What follows belongs to an exercise in optimizing a design on an open flow for small area; a production flow would make more cautious choices.
Function was checked by simulation only, so behaviour that the tests miss may differ from the original.
Power figures rest on the tool's default switching activity, not on a simulated workload.

$ cat run.sh
#!/bin/bash
# synth_recipe.tcl (not shown) runs the flow's synth.tcl, then flattens the netlist and writes it again
# the make line also repeats each setting of config.mk as NAME=value (left out here)
make -C /OpenROAD-flow-scripts/flow DESIGN_CONFIG=/design/flow/config.mk WORK_HOME=/design/flow/orfs CLKGATE_MAP_FILE= SYNTH_SCRIPT=/design/flow/synth_recipe.tcl finish
$ cat config.mk
export PLATFORM = sky130hd
export DESIGN_NAME = rvvi_trace_bridge
export DESIGN_NICKNAME = rvvi_trace_bridge
export VERILOG_FILES = /design/flow/design.v
export SDC_FILE = /design/flow/constraint.sdc
export NUM_CORES = 4
export LEC_CHECK = 0
export CAP_MARGIN = 20
export CORE_MARGIN = 2
export CORE_UTILIZATION = 40
export SLEW_MARGIN = 20
$ cat constraint.sdc
create_clock -name core_clock -period 6.0 [get_ports {rvvi}]
set_input_delay 1.2000 -clock core_clock [delete_from_list [all_inputs] [get_ports {rvvi}]]
set_output_delay 1.2000 -clock core_clock [all_outputs]
set_load 0.01 [all_outputs]
$ cat design.v
package rvvi_bridge_pkg;
    localparam int XLEN         = 32;
    localparam int ORDER_W      = 64;
    localparam int CSR_ADDR_W   = 12;
    localparam int NUM_CSRS     = 5;
    localparam int REG_ADDR_W   = 5;
    localparam int MSTATUS_RAW_W = 6;
    localparam int MIE_RAW_W     = 19;
    localparam int MCAUSE_RAW_W  = 7;
    typedef enum logic [2:0] {
        CSR_MSTATUS,
        CSR_MIE,
        CSR_MCAUSE,
        CSR_MSCRATCH,
        CSR_MEPC
    } csr_idx_e;
    localparam logic [NUM_CSRS*CSR_ADDR_W-1:0] CSR_ADDR =
        {12'h341, 12'h340, 12'h342, 12'h304, 12'h300};
    typedef enum logic {
        BEAT_RETIRE,
        BEAT_CSR
    } beat_kind_e;
    typedef logic [NUM_CSRS-1:0]           csr_mask_t;
    typedef logic [NUM_CSRS*XLEN-1:0]      csr_vals_t;
    localparam int MSTATUS_TW_BIT   = 21;
    localparam int MSTATUS_MPRV_BIT = 17;
    localparam int MSTATUS_MPP_LSB  = 11;
    localparam int MSTATUS_MPIE_BIT = 7;
    localparam int MSTATUS_MIE_BIT  = 3;
    localparam int MIE_FAST_LSB     = 16;
    localparam int MIE_EXT_BIT      = 11;
    localparam int MIE_TIMER_BIT    = 7;
    localparam int MIE_SW_BIT       = 3;
    localparam int MCAUSE_IRQ_BIT   = 31;
    localparam int MCAUSE_CODE_W    = 6;
    typedef struct packed {
        logic [ORDER_W-1:0]    order;
        logic [XLEN-1:0]       insn;
        logic [XLEN-1:0]       pc_rdata;
        logic [XLEN-1:0]       pc_wdata;
        logic                  trap;
        logic                  intr;
        logic [REG_ADDR_W-1:0] rd_addr;
        logic [XLEN-1:0]       rd_wdata;
        csr_vals_t             csr_val;
        csr_mask_t             csr_mask;
    } retire_rec_t;
    localparam int REC_W = ORDER_W + 3*XLEN + 2 + REG_ADDR_W + XLEN + NUM_CSRS*XLEN + NUM_CSRS;
endpackage
`timescale 1ns/10ps
module retire_capture (
    input  logic                                     rvvi,
    input  logic                                     arst_n_i,
    input  logic                                     rvfi_valid_i,
    input  logic [rvvi_bridge_pkg::ORDER_W-1:0]      rvfi_order_i,
    input  logic [rvvi_bridge_pkg::XLEN-1:0]         rvfi_insn_i,
    input  logic [rvvi_bridge_pkg::XLEN-1:0]         rvfi_pc_rdata_i,
    input  logic [rvvi_bridge_pkg::XLEN-1:0]         rvfi_pc_wdata_i,
    input  logic                                     rvfi_trap_i,
    input  logic                                     rvfi_intr_i,
    input  logic [rvvi_bridge_pkg::REG_ADDR_W-1:0]   rvfi_rd_addr_i,
    input  logic [rvvi_bridge_pkg::XLEN-1:0]         rvfi_rd_wdata_i,
    input  logic [rvvi_bridge_pkg::MSTATUS_RAW_W-1:0] mstatus_raw_i,
    input  logic [rvvi_bridge_pkg::MIE_RAW_W-1:0]    mie_raw_i,
    input  logic [rvvi_bridge_pkg::MCAUSE_RAW_W-1:0] mcause_raw_i,
    input  logic [rvvi_bridge_pkg::XLEN-1:0]         mscratch_i,
    input  logic [rvvi_bridge_pkg::XLEN-1:0]         mepc_i,
    output logic                                     push_o,
    output rvvi_bridge_pkg::retire_rec_t             rec_o
);
    rvvi_bridge_pkg::csr_vals_t   csr_now;
    rvvi_bridge_pkg::csr_vals_t   csr_prev_q;
    rvvi_bridge_pkg::csr_mask_t   changed;
    rvvi_bridge_pkg::csr_mask_t   pending_q;
    logic        push_q;
    rvvi_bridge_pkg::retire_rec_t rec_q;
    localparam int ST = int'(rvvi_bridge_pkg::CSR_MSTATUS)  * rvvi_bridge_pkg::XLEN;
    localparam int IE = int'(rvvi_bridge_pkg::CSR_MIE)      * rvvi_bridge_pkg::XLEN;
    localparam int CA = int'(rvvi_bridge_pkg::CSR_MCAUSE)   * rvvi_bridge_pkg::XLEN;
    localparam int SC = int'(rvvi_bridge_pkg::CSR_MSCRATCH) * rvvi_bridge_pkg::XLEN;
    localparam int EP = int'(rvvi_bridge_pkg::CSR_MEPC)     * rvvi_bridge_pkg::XLEN;
    always_comb begin
        csr_now = '0;
        csr_now[ST + rvvi_bridge_pkg::MSTATUS_TW_BIT]          = mstatus_raw_i[0];
        csr_now[ST + rvvi_bridge_pkg::MSTATUS_MPRV_BIT]        = mstatus_raw_i[1];
        csr_now[ST + rvvi_bridge_pkg::MSTATUS_MPP_LSB +: 2]    = mstatus_raw_i[3:2];
        csr_now[ST + rvvi_bridge_pkg::MSTATUS_MPIE_BIT]        = mstatus_raw_i[4];
        csr_now[ST + rvvi_bridge_pkg::MSTATUS_MIE_BIT]         = mstatus_raw_i[5];
        csr_now[IE + rvvi_bridge_pkg::MIE_FAST_LSB +: 16]      = mie_raw_i[15:0];
        csr_now[IE + rvvi_bridge_pkg::MIE_EXT_BIT]             = mie_raw_i[16];
        csr_now[IE + rvvi_bridge_pkg::MIE_TIMER_BIT]           = mie_raw_i[17];
        csr_now[IE + rvvi_bridge_pkg::MIE_SW_BIT]              = mie_raw_i[18];
        csr_now[CA + rvvi_bridge_pkg::MCAUSE_IRQ_BIT]          = mcause_raw_i[6];
        csr_now[CA +: rvvi_bridge_pkg::MCAUSE_CODE_W]          = mcause_raw_i[rvvi_bridge_pkg::MCAUSE_CODE_W-1:0];
        csr_now[SC +: rvvi_bridge_pkg::XLEN]                   = mscratch_i;
        csr_now[EP +: rvvi_bridge_pkg::XLEN]                   = mepc_i;
    end
    always_comb begin
        for (int i = 0; i < rvvi_bridge_pkg::NUM_CSRS; i++) begin
            changed[i] = (csr_now[i*rvvi_bridge_pkg::XLEN +: rvvi_bridge_pkg::XLEN] != csr_prev_q[i*rvvi_bridge_pkg::XLEN +: rvvi_bridge_pkg::XLEN]);
        end
    end
    always_ff @(posedge rvvi or negedge arst_n_i) begin
        if (!arst_n_i) begin
            csr_prev_q <= '0;
            pending_q  <= '0;
            push_q     <= 1'b0;
        end else begin
            csr_prev_q <= csr_now;
            push_q     <= rvfi_valid_i;
            if (rvfi_valid_i) begin
                pending_q <= '0;
            end else begin
                pending_q <= pending_q | changed;
            end
        end
    end
    always_ff @(posedge rvvi) begin
        if (rvfi_valid_i) begin
            rec_q.order    <= rvfi_order_i;
            rec_q.insn     <= rvfi_insn_i;
            rec_q.pc_rdata <= rvfi_pc_rdata_i;
            rec_q.pc_wdata <= rvfi_pc_wdata_i;
            rec_q.trap     <= rvfi_trap_i;
            rec_q.intr     <= rvfi_intr_i;
            rec_q.rd_addr  <= rvfi_rd_addr_i;
            rec_q.rd_wdata <= rvfi_rd_wdata_i;
            rec_q.csr_val  <= csr_now;
            rec_q.csr_mask <= pending_q | changed;
        end
    end
    assign push_o = push_q;
    assign rec_o  = rec_q;
endmodule
`timescale 1ns/10ps
module trace_fifo #(
    parameter int FIFO_DEPTH = 4
) (
    input  logic                         rvvi,
    input  logic                         arst_n_i,
    input  logic                         push_i,
    input  rvvi_bridge_pkg::retire_rec_t rec_i,
    input  logic                         pop_i,
    output logic                         empty_o,
    output rvvi_bridge_pkg::retire_rec_t head_o,
    output logic                         overflow_o
);
    localparam int PTR_W = (FIFO_DEPTH > 1) ? $clog2(FIFO_DEPTH) : 1;
    localparam int CNT_W = $clog2(FIFO_DEPTH + 1);
    logic [rvvi_bridge_pkg::REC_W-1:0] mem [0:FIFO_DEPTH-1];
    logic [PTR_W-1:0] wr_ptr_q;
    logic [PTR_W-1:0] rd_ptr_q;
    logic [CNT_W-1:0] count_q;
    logic             overflow_q;
    logic             full;
    logic             push_ok;
    logic             pop_ok;
    assign full    = (count_q == CNT_W'(FIFO_DEPTH));
    assign empty_o = (count_q == '0);
    assign push_ok = push_i && !full;
    assign pop_ok  = pop_i && !empty_o;
    always_ff @(posedge rvvi or negedge arst_n_i) begin
        if (!arst_n_i) begin
            wr_ptr_q   <= '0;
            rd_ptr_q   <= '0;
            count_q    <= '0;
            overflow_q <= 1'b0;
        end else begin
            if (push_ok) begin
                wr_ptr_q <= (wr_ptr_q == PTR_W'(FIFO_DEPTH - 1)) ? '0 : wr_ptr_q + 1'b1;
            end
            if (pop_ok) begin
                rd_ptr_q <= (rd_ptr_q == PTR_W'(FIFO_DEPTH - 1)) ? '0 : rd_ptr_q + 1'b1;
            end
            if (push_ok && !pop_ok) begin
                count_q <= count_q + 1'b1;
            end else if (pop_ok && !push_ok) begin
                count_q <= count_q - 1'b1;
            end
            if (push_i && full) begin
                overflow_q <= 1'b1;
            end
        end
    end
    always_ff @(posedge rvvi) begin
        if (push_ok) begin
            mem[wr_ptr_q] <= rec_i;
        end
    end
    assign head_o     = mem[rd_ptr_q];
    assign overflow_o = overflow_q;
endmodule
`timescale 1ns/10ps
module trace_serializer (
    input  logic                                  rvvi,
    input  logic                                  arst_n_i,
    input  logic                                  empty_i,
    input  rvvi_bridge_pkg::retire_rec_t          head_i,
    output logic                                  pop_o,
    output logic                                  beat_valid_o,
    output rvvi_bridge_pkg::beat_kind_e           beat_kind_o,
    output logic [rvvi_bridge_pkg::ORDER_W-1:0]   order_o,
    output logic [rvvi_bridge_pkg::XLEN-1:0]      insn_o,
    output logic [rvvi_bridge_pkg::XLEN-1:0]      pc_rdata_o,
    output logic [rvvi_bridge_pkg::XLEN-1:0]      pc_wdata_o,
    output logic                                  trap_o,
    output logic                                  intr_o,
    output logic [rvvi_bridge_pkg::XLEN-1:0]      x_wb_o,
    output logic [rvvi_bridge_pkg::XLEN-1:0]      x_wdata_o,
    output logic [rvvi_bridge_pkg::CSR_ADDR_W-1:0] csr_addr_o,
    output logic [rvvi_bridge_pkg::XLEN-1:0]      csr_data_o
);
    typedef enum logic {
        SER_IDLE,
        SER_CSR
    } ser_state_e;
    ser_state_e  state_q;
    rvvi_bridge_pkg::retire_rec_t rec_q;
    rvvi_bridge_pkg::csr_mask_t   remain_q;
    rvvi_bridge_pkg::csr_mask_t   remain_next;
    rvvi_bridge_pkg::csr_idx_e    csr_sel_q;
    rvvi_bridge_pkg::csr_idx_e    csr_next;
    logic        valid_q;
    rvvi_bridge_pkg::beat_kind_e  kind_q;
    assign pop_o = !empty_i && (state_q == SER_IDLE);
    always_comb begin
        csr_next = rvvi_bridge_pkg::CSR_MSTATUS;
        for (int i = rvvi_bridge_pkg::NUM_CSRS - 1; i >= 0; i--) begin
            if (remain_q[i]) begin
                csr_next = rvvi_bridge_pkg::csr_idx_e'(i);
            end
        end
        remain_next = remain_q & ~(rvvi_bridge_pkg::csr_mask_t'(1) << csr_next);
    end
    always_ff @(posedge rvvi or negedge arst_n_i) begin
        if (!arst_n_i) begin
            state_q   <= SER_IDLE;
            remain_q  <= '0;
            csr_sel_q <= rvvi_bridge_pkg::CSR_MSTATUS;
            valid_q   <= 1'b0;
            kind_q    <= rvvi_bridge_pkg::BEAT_RETIRE;
        end else if (pop_o) begin
            valid_q  <= 1'b1;
            kind_q   <= rvvi_bridge_pkg::BEAT_RETIRE;
            remain_q <= head_i.csr_mask;
            state_q  <= (head_i.csr_mask != '0) ? SER_CSR : SER_IDLE;
        end else if (state_q == SER_CSR) begin
            valid_q   <= 1'b1;
            kind_q    <= rvvi_bridge_pkg::BEAT_CSR;
            csr_sel_q <= csr_next;
            remain_q  <= remain_next;
            state_q   <= (remain_next != '0) ? SER_CSR : SER_IDLE;
        end else begin
            valid_q <= 1'b0;
            kind_q  <= rvvi_bridge_pkg::BEAT_RETIRE;
        end
    end
    always_ff @(posedge rvvi) begin
        if (pop_o) begin
            rec_q <= head_i;
        end
    end
    assign beat_valid_o = valid_q;
    assign beat_kind_o  = kind_q;
    assign order_o      = rec_q.order;
    assign insn_o       = rec_q.insn;
    assign pc_rdata_o   = rec_q.pc_rdata;
    assign pc_wdata_o   = rec_q.pc_wdata;
    assign trap_o       = rec_q.trap;
    assign intr_o       = rec_q.intr;
    assign x_wb_o       = (rec_q.rd_addr == '0) ? '0 :
                          ({{(rvvi_bridge_pkg::XLEN-1){1'b0}}, 1'b1} << rec_q.rd_addr);
    assign x_wdata_o    = rec_q.rd_wdata;
    assign csr_addr_o   = rvvi_bridge_pkg::CSR_ADDR[csr_sel_q*rvvi_bridge_pkg::CSR_ADDR_W +: rvvi_bridge_pkg::CSR_ADDR_W];
    assign csr_data_o   = rec_q.csr_val[csr_sel_q*rvvi_bridge_pkg::XLEN +: rvvi_bridge_pkg::XLEN];
endmodule
`timescale 1ns/10ps
module rvvi_trace_bridge #(
    parameter int FIFO_DEPTH = 4
) (
    input  logic                                      rvvi,
    input  logic                                      arst_n_i,
    input  logic                                      rvfi_valid_i,
    input  logic [rvvi_bridge_pkg::ORDER_W-1:0]       rvfi_order_i,
    input  logic [rvvi_bridge_pkg::XLEN-1:0]          rvfi_insn_i,
    input  logic [rvvi_bridge_pkg::XLEN-1:0]          rvfi_pc_rdata_i,
    input  logic [rvvi_bridge_pkg::XLEN-1:0]          rvfi_pc_wdata_i,
    input  logic                                      rvfi_trap_i,
    input  logic                                      rvfi_intr_i,
    input  logic [rvvi_bridge_pkg::REG_ADDR_W-1:0]    rvfi_rd_addr_i,
    input  logic [rvvi_bridge_pkg::XLEN-1:0]          rvfi_rd_wdata_i,
    input  logic [rvvi_bridge_pkg::MSTATUS_RAW_W-1:0] mstatus_raw_i,
    input  logic [rvvi_bridge_pkg::MIE_RAW_W-1:0]     mie_raw_i,
    input  logic [rvvi_bridge_pkg::MCAUSE_RAW_W-1:0]  mcause_raw_i,
    input  logic [rvvi_bridge_pkg::XLEN-1:0]          mscratch_i,
    input  logic [rvvi_bridge_pkg::XLEN-1:0]          mepc_i,
    output logic                                      beat_valid_o,
    output rvvi_bridge_pkg::beat_kind_e               beat_kind_o,
    output logic [rvvi_bridge_pkg::ORDER_W-1:0]       order_o,
    output logic [rvvi_bridge_pkg::XLEN-1:0]          insn_o,
    output logic [rvvi_bridge_pkg::XLEN-1:0]          pc_rdata_o,
    output logic [rvvi_bridge_pkg::XLEN-1:0]          pc_wdata_o,
    output logic                                      trap_o,
    output logic                                      intr_o,
    output logic [rvvi_bridge_pkg::XLEN-1:0]          x_wb_o,
    output logic [rvvi_bridge_pkg::XLEN-1:0]          x_wdata_o,
    output logic [rvvi_bridge_pkg::CSR_ADDR_W-1:0]    csr_addr_o,
    output logic [rvvi_bridge_pkg::XLEN-1:0]          csr_data_o,
    output logic                                      overflow_o
);
    logic        cap_push;
    rvvi_bridge_pkg::retire_rec_t cap_rec;
    logic        fifo_empty;
    rvvi_bridge_pkg::retire_rec_t fifo_head;
    logic        ser_pop;
    retire_capture retire_capture_i (
        .rvvi            (rvvi),
        .arst_n_i        (arst_n_i),
        .rvfi_valid_i    (rvfi_valid_i),
        .rvfi_order_i    (rvfi_order_i),
        .rvfi_insn_i     (rvfi_insn_i),
        .rvfi_pc_rdata_i (rvfi_pc_rdata_i),
        .rvfi_pc_wdata_i (rvfi_pc_wdata_i),
        .rvfi_trap_i     (rvfi_trap_i),
        .rvfi_intr_i     (rvfi_intr_i),
        .rvfi_rd_addr_i  (rvfi_rd_addr_i),
        .rvfi_rd_wdata_i (rvfi_rd_wdata_i),
        .mstatus_raw_i   (mstatus_raw_i),
        .mie_raw_i       (mie_raw_i),
        .mcause_raw_i    (mcause_raw_i),
        .mscratch_i      (mscratch_i),
        .mepc_i          (mepc_i),
        .push_o          (cap_push),
        .rec_o           (cap_rec)
    );
    trace_fifo #(
        .FIFO_DEPTH (FIFO_DEPTH)
    ) trace_fifo_i (
        .rvvi       (rvvi),
        .arst_n_i   (arst_n_i),
        .push_i     (cap_push),
        .rec_i      (cap_rec),
        .pop_i      (ser_pop),
        .empty_o    (fifo_empty),
        .head_o     (fifo_head),
        .overflow_o (overflow_o)
    );
    trace_serializer trace_serializer_i (
        .rvvi         (rvvi),
        .arst_n_i     (arst_n_i),
        .empty_i      (fifo_empty),
        .head_i       (fifo_head),
        .pop_o        (ser_pop),
        .beat_valid_o (beat_valid_o),
        .beat_kind_o  (beat_kind_o),
        .order_o      (order_o),
        .insn_o       (insn_o),
        .pc_rdata_o   (pc_rdata_o),
        .pc_wdata_o   (pc_wdata_o),
        .trap_o       (trap_o),
        .intr_o       (intr_o),
        .x_wb_o       (x_wb_o),
        .x_wdata_o    (x_wdata_o),
        .csr_addr_o   (csr_addr_o),
        .csr_data_o   (csr_data_o)
    );
endmodule
==> run notes <==
- IR analysis of the VDD net gives a maximum drop of 0.0005259 V.
- Synthesis produced a netlist whose cell count is 2,848.
- Dominant cell type by area after synthesis: edfxtp_1
- Power density cells: 498.2 nW/um^2
- The final layout contains routed wiring with a total length of 142.6 mm.
- The min-delay analysis places its worst path in the category in2async.
- Port buffering added 563 buffers.
- Max Root-Sink Buffers: 3
- The clock net in this run drives a total of 1,916 sinks.
- In this run the remaining antenna-violating nets after routing total 0.
- After synthesis, the cell types taking the most area are edfxtp_1 79%, mux4_2 10%, dfrtp_1 4.5%.
- Setup repair after global routing left no endpoint under its margin.
- Most frequent cells in the layout: 1,795 x edfxtp_1, 561 x clkdlybuf4s50_1, 301 x mux4_2
* Endpoint required time on the critical path: 4800 ps
- The first global-routing pass estimated 204.5 mm of wire.
* Static leakage: 26.25 nW
- The post-route netlist has 17.27% of its cells at a drive strength greater than 1.
* Number of buffers added to fix hold violations after cts: 0
- For this configuration, the core starts out at a cell density of 40.19%.
- The design draws 0.04043 W.
- Mean instance size in the synthesized netlist: 23.86 sq um
* Period Utilization, post-route: 87.24%
* Nets@finish: 3,668
* Share of the core filled with cells in the final layout: 47.99%
- Synthesis inferred 1,916 register bits.
- Core region area: 169,100 sq um
- Dividing the detail-routed via count by the number of cells gives 4.974.
- Largest net degree at the start of global routing: 133
- Final count of hold timing violations: 0
- Clock-pin slew of the registers on the worst-case setup and hold paths: 60 ps
* DRC violation count after routing: 0
- Setup slack on the critical path of the routed design comes to 765.9 ps.
- Count of pins over their slew limit: 0
- # resized after CTS: 0
- Largest fanout on the critical path: 25
- Post-synthesis instance area: 67,960 sq um
- In the final routed layout, each cell accounts on average for 24.76 microns.
- After the first detailed-routing iteration, the DRC count stood at 2,219.
- For this run, the number of Yosys warnings is 3.
- Post-synthesis to final-layout area growth: 19.41%
- Tmin final: 5234 ps
- At the worst endpoint, the arrival time is 4030 ps.
* Internal reg-to-reg setup slack: 2980 ps
- The setup path with the least slack is of type reg2out.
* Max frequency: 191.1 MHz
* Element type at the critical path start: flop
- Number of global-route vias before repair: 29,260
* Gp weighted congestion: 0.7646
* EDFF count, synth: 1,795
- For this run, the leading register cell type out of synthesis is edfxtp_1.
- In this run the core area contains 151 standard-cell rows.
- Max_cap viols: 0
- In the final layout, the multi-input gates occupy 9161 sq um.
* Asr flop ratio synth: 6.315%
- The number of cells on the worst reg-to-reg path is 4.
* Total global-route track usage: 16.26%
- Number of clock buffers inserted by TritonCTS: 195
- Adding up every negative setup slack in the final design gives 0 ps.
* Top-area cell type share of the netlist area: 79.31%
* Die outline area: 173,200 sq um
- Before CTS, the worst setup slack after placement is 1618 ps.
- Top-level I/O count: 571
* Setup Fix Bufs, Post-CTS: 0
- Fillers: 13,650
- H-tree lvl count: 4
- The startpoint identified for the worst register-to-register timing path is trace_fifo_i.count_q[0].
- The worst pin sits at a relative slew slack of 15.02%.
- Leaving out fill and tap cells, the most frequent cell in the layout is edfxtp_1.
- The die is 416.2 microns wide.
- Skew-Pair Late Insertion Delay: 830 ps
* Part of the Yosys area used for sequential elements: 83.76%
- TritonRoute pass-1 iters: 5
* FF+latch area: 56,940 sq um
- The wire-length estimate of the detail-placed layout is 83.84 mm.
- The worst setup path is captured at an output pin.
* Unique cell type count in the Yosys netlist: 45
- Final hold analysis gives a worst-case slack of 315.9 ps.
* Measured slew at the worst slew-check pin: 1275 ps
* Chip height: 416.2 microns
- The number of antenna violations at the first check in global routing came to 20.
* Largest clock skew in the final design: 27.64 ps
- Setup violations remaining at the end of the flow were counted as 0.
* Capturing point of the worst reg2reg path: trace_fifo_i.mem[0][285]
* Root buf cell: clkbuf_16
* Result of the run: timing/DRC/antenna clean
- For this run the aggregate overflow at the end of global routing stands at 0.
- Detailed-route via count: 28,640
* Clock tree from TritonCTS: yes
==> area by class of cell <==
type,instances,area share [%]
multi-input cells,645,11.29
clock inverters,95,1.075
repair buffers,597,7.559
well taps,2218,3.420
diodes,6,0.01850
clock buffers,272,6.444
flip-flops and latches,1916,70.16
inverters,8,0.03700
==> worst max-delay path by stage <==
| stage | from | endpoint | slack (ps) |
|---|---|---|---|
| 2_1_floorplan | trace_fifo_i.count_q[0] | trace_fifo_i.mem[3][0] | -2370 |
| 3_3_place_gp | trace_serializer_i.csr_sel_q[1] | csr_data_o[12] | 1640 |
| 3_5_place_dp | trace_serializer_i.csr_sel_q[1] | csr_data_o[12] | 1620 |
| 4_1_cts | trace_serializer_i.csr_sel_q[1] | csr_data_o[12] | 670 |
| 5_1_grt | trace_serializer_i.csr_sel_q[1] | csr_data_o[12] | 600 |
| 6_report | trace_serializer_i.csr_sel_q[1] | csr_data_o[12] | 770 |
==> power breakdown <==
| part | switching (W) | internal [W] | leakage, nW |
|---|---|---|---|
| clock | 0.00497 | 0.00654 | 2.94 |
| sequential | 0.00132 | 0.0186 | 18.2 |
| combinational | 0.00480 | 0.00421 | 5.13 |
==> kinds of logic (layout without fill, tap and decap cells) <==
| logic type | Yosys count | after routing | share of synthesized area [%] |
|---|---|---|---|
| buffers and inverters | 293 | 972 | 2.819 |
| xor gates and xnor gates | 98 | 98 | 1.263 |
| adders and majority gates | 8 | 8 | 0.1546 |
| DFF | 1916 | 1916 | 83.76 |
| AOI/OAI and AO/OA | 62 | 62 | 0.5947 |
| and+or+nand+nor | 141 | 141 | 1.005 |
| other | 1 | 13 | 0.005518 |
| muxes | 329 | 329 | 10.39 |
==> metrics by stage <==
| step | instance area, sq um | std cells |
|---|---|---|
| global placement | 75040 | 5384 |
| detailed placement | 75040 | 5384 |
| floorplan | 68000 | 2854 |
| global route | 81150 | 5755 |
| finish | 81160 | 5757 |
| CTS | 81140 | 5751 |
==> cells in the mapped netlist, types with 2 or more instances <==
cell	instances
a21o_1	3
a21oi_1	3
a22o_1	11
a22oi_1	5
a31oi_1	3
and2_1	6
buf_1	22
buf_2	34
buf_4	204
clkbuf_1	24
dfrtp_1	121
edfxtp_1	1795
ha_1	6
inv_1	8
mux2_2	4
mux2i_1	24
mux4_2	301
nand2_1	39
nand2b_1	5
nand3_1	5
nand3b_1	2
nand4_1	12
nor2_1	35
nor3_1	15
nor4_1	13
o21ai_0	24
o22ai_1	6
or3_1	3
or4_1	3
xnor2_1	53
xor2_1	45
==> metal layers <==
layer	track usage, %	part of all wire, %
met3	3.758	5.4
met1	20.74	41
met5	0	0.061
met4	5.732	3.0
met2	27.34	51
==> worst max-delay path, stage by stage, from the launching register on <==
cell and delay (ps):
dfrtp_1 320, buf_4 370, nor2b_1 660, and2_1 710
nand2_1 170, o21ai_0 310, clkdlybuf4s50_1 660
==> sequential cells by signal, summed over array words and instances, names as in the netlist <==
register and count:
trace_fifo_i.mem 1200, retire_capture_i.rec_q 300, trace_serializer_i.rec_q 295, retire_capture_i.csr_prev_q 96
retire_capture_i.pending_q 5, trace_serializer_i.remain_q 5, trace_fifo_i.count_q 3, trace_serializer_i.csr_sel_q 3
trace_fifo_i.rd_ptr_q 2, trace_fifo_i.wr_ptr_q 2, retire_capture_i.push_q 1, trace_fifo_i.overflow_q 1
trace_serializer_i.kind_q 1, trace_serializer_i.state_q 1, trace_serializer_i.valid_q 1

==> re-timing with driven ports <==
The results above use ideal ports. As a check the final layout listed here was re-extracted and re-timed, cells and wires unchanged. Step 1 assumes that a clkbuf_16 drives the clock port and a buf_2 every other input. Step 2 also shifts input and output timing later by t, the mid clock arrival at the registers, as if the neighbouring blocks saw the same clock. Slacks: no drivers / after step 1 / after step 2; pairs: no drivers / after step 1.
t, ns: 0.895
setup WS [ns]: 0.766 / 0.689 / 1.584
worst setup path after step 2: register to output
After both steps this run still meets setup and hold. The setup slack of this run moves by -0.077 ns with the drivers and by +0.818 ns with both steps.
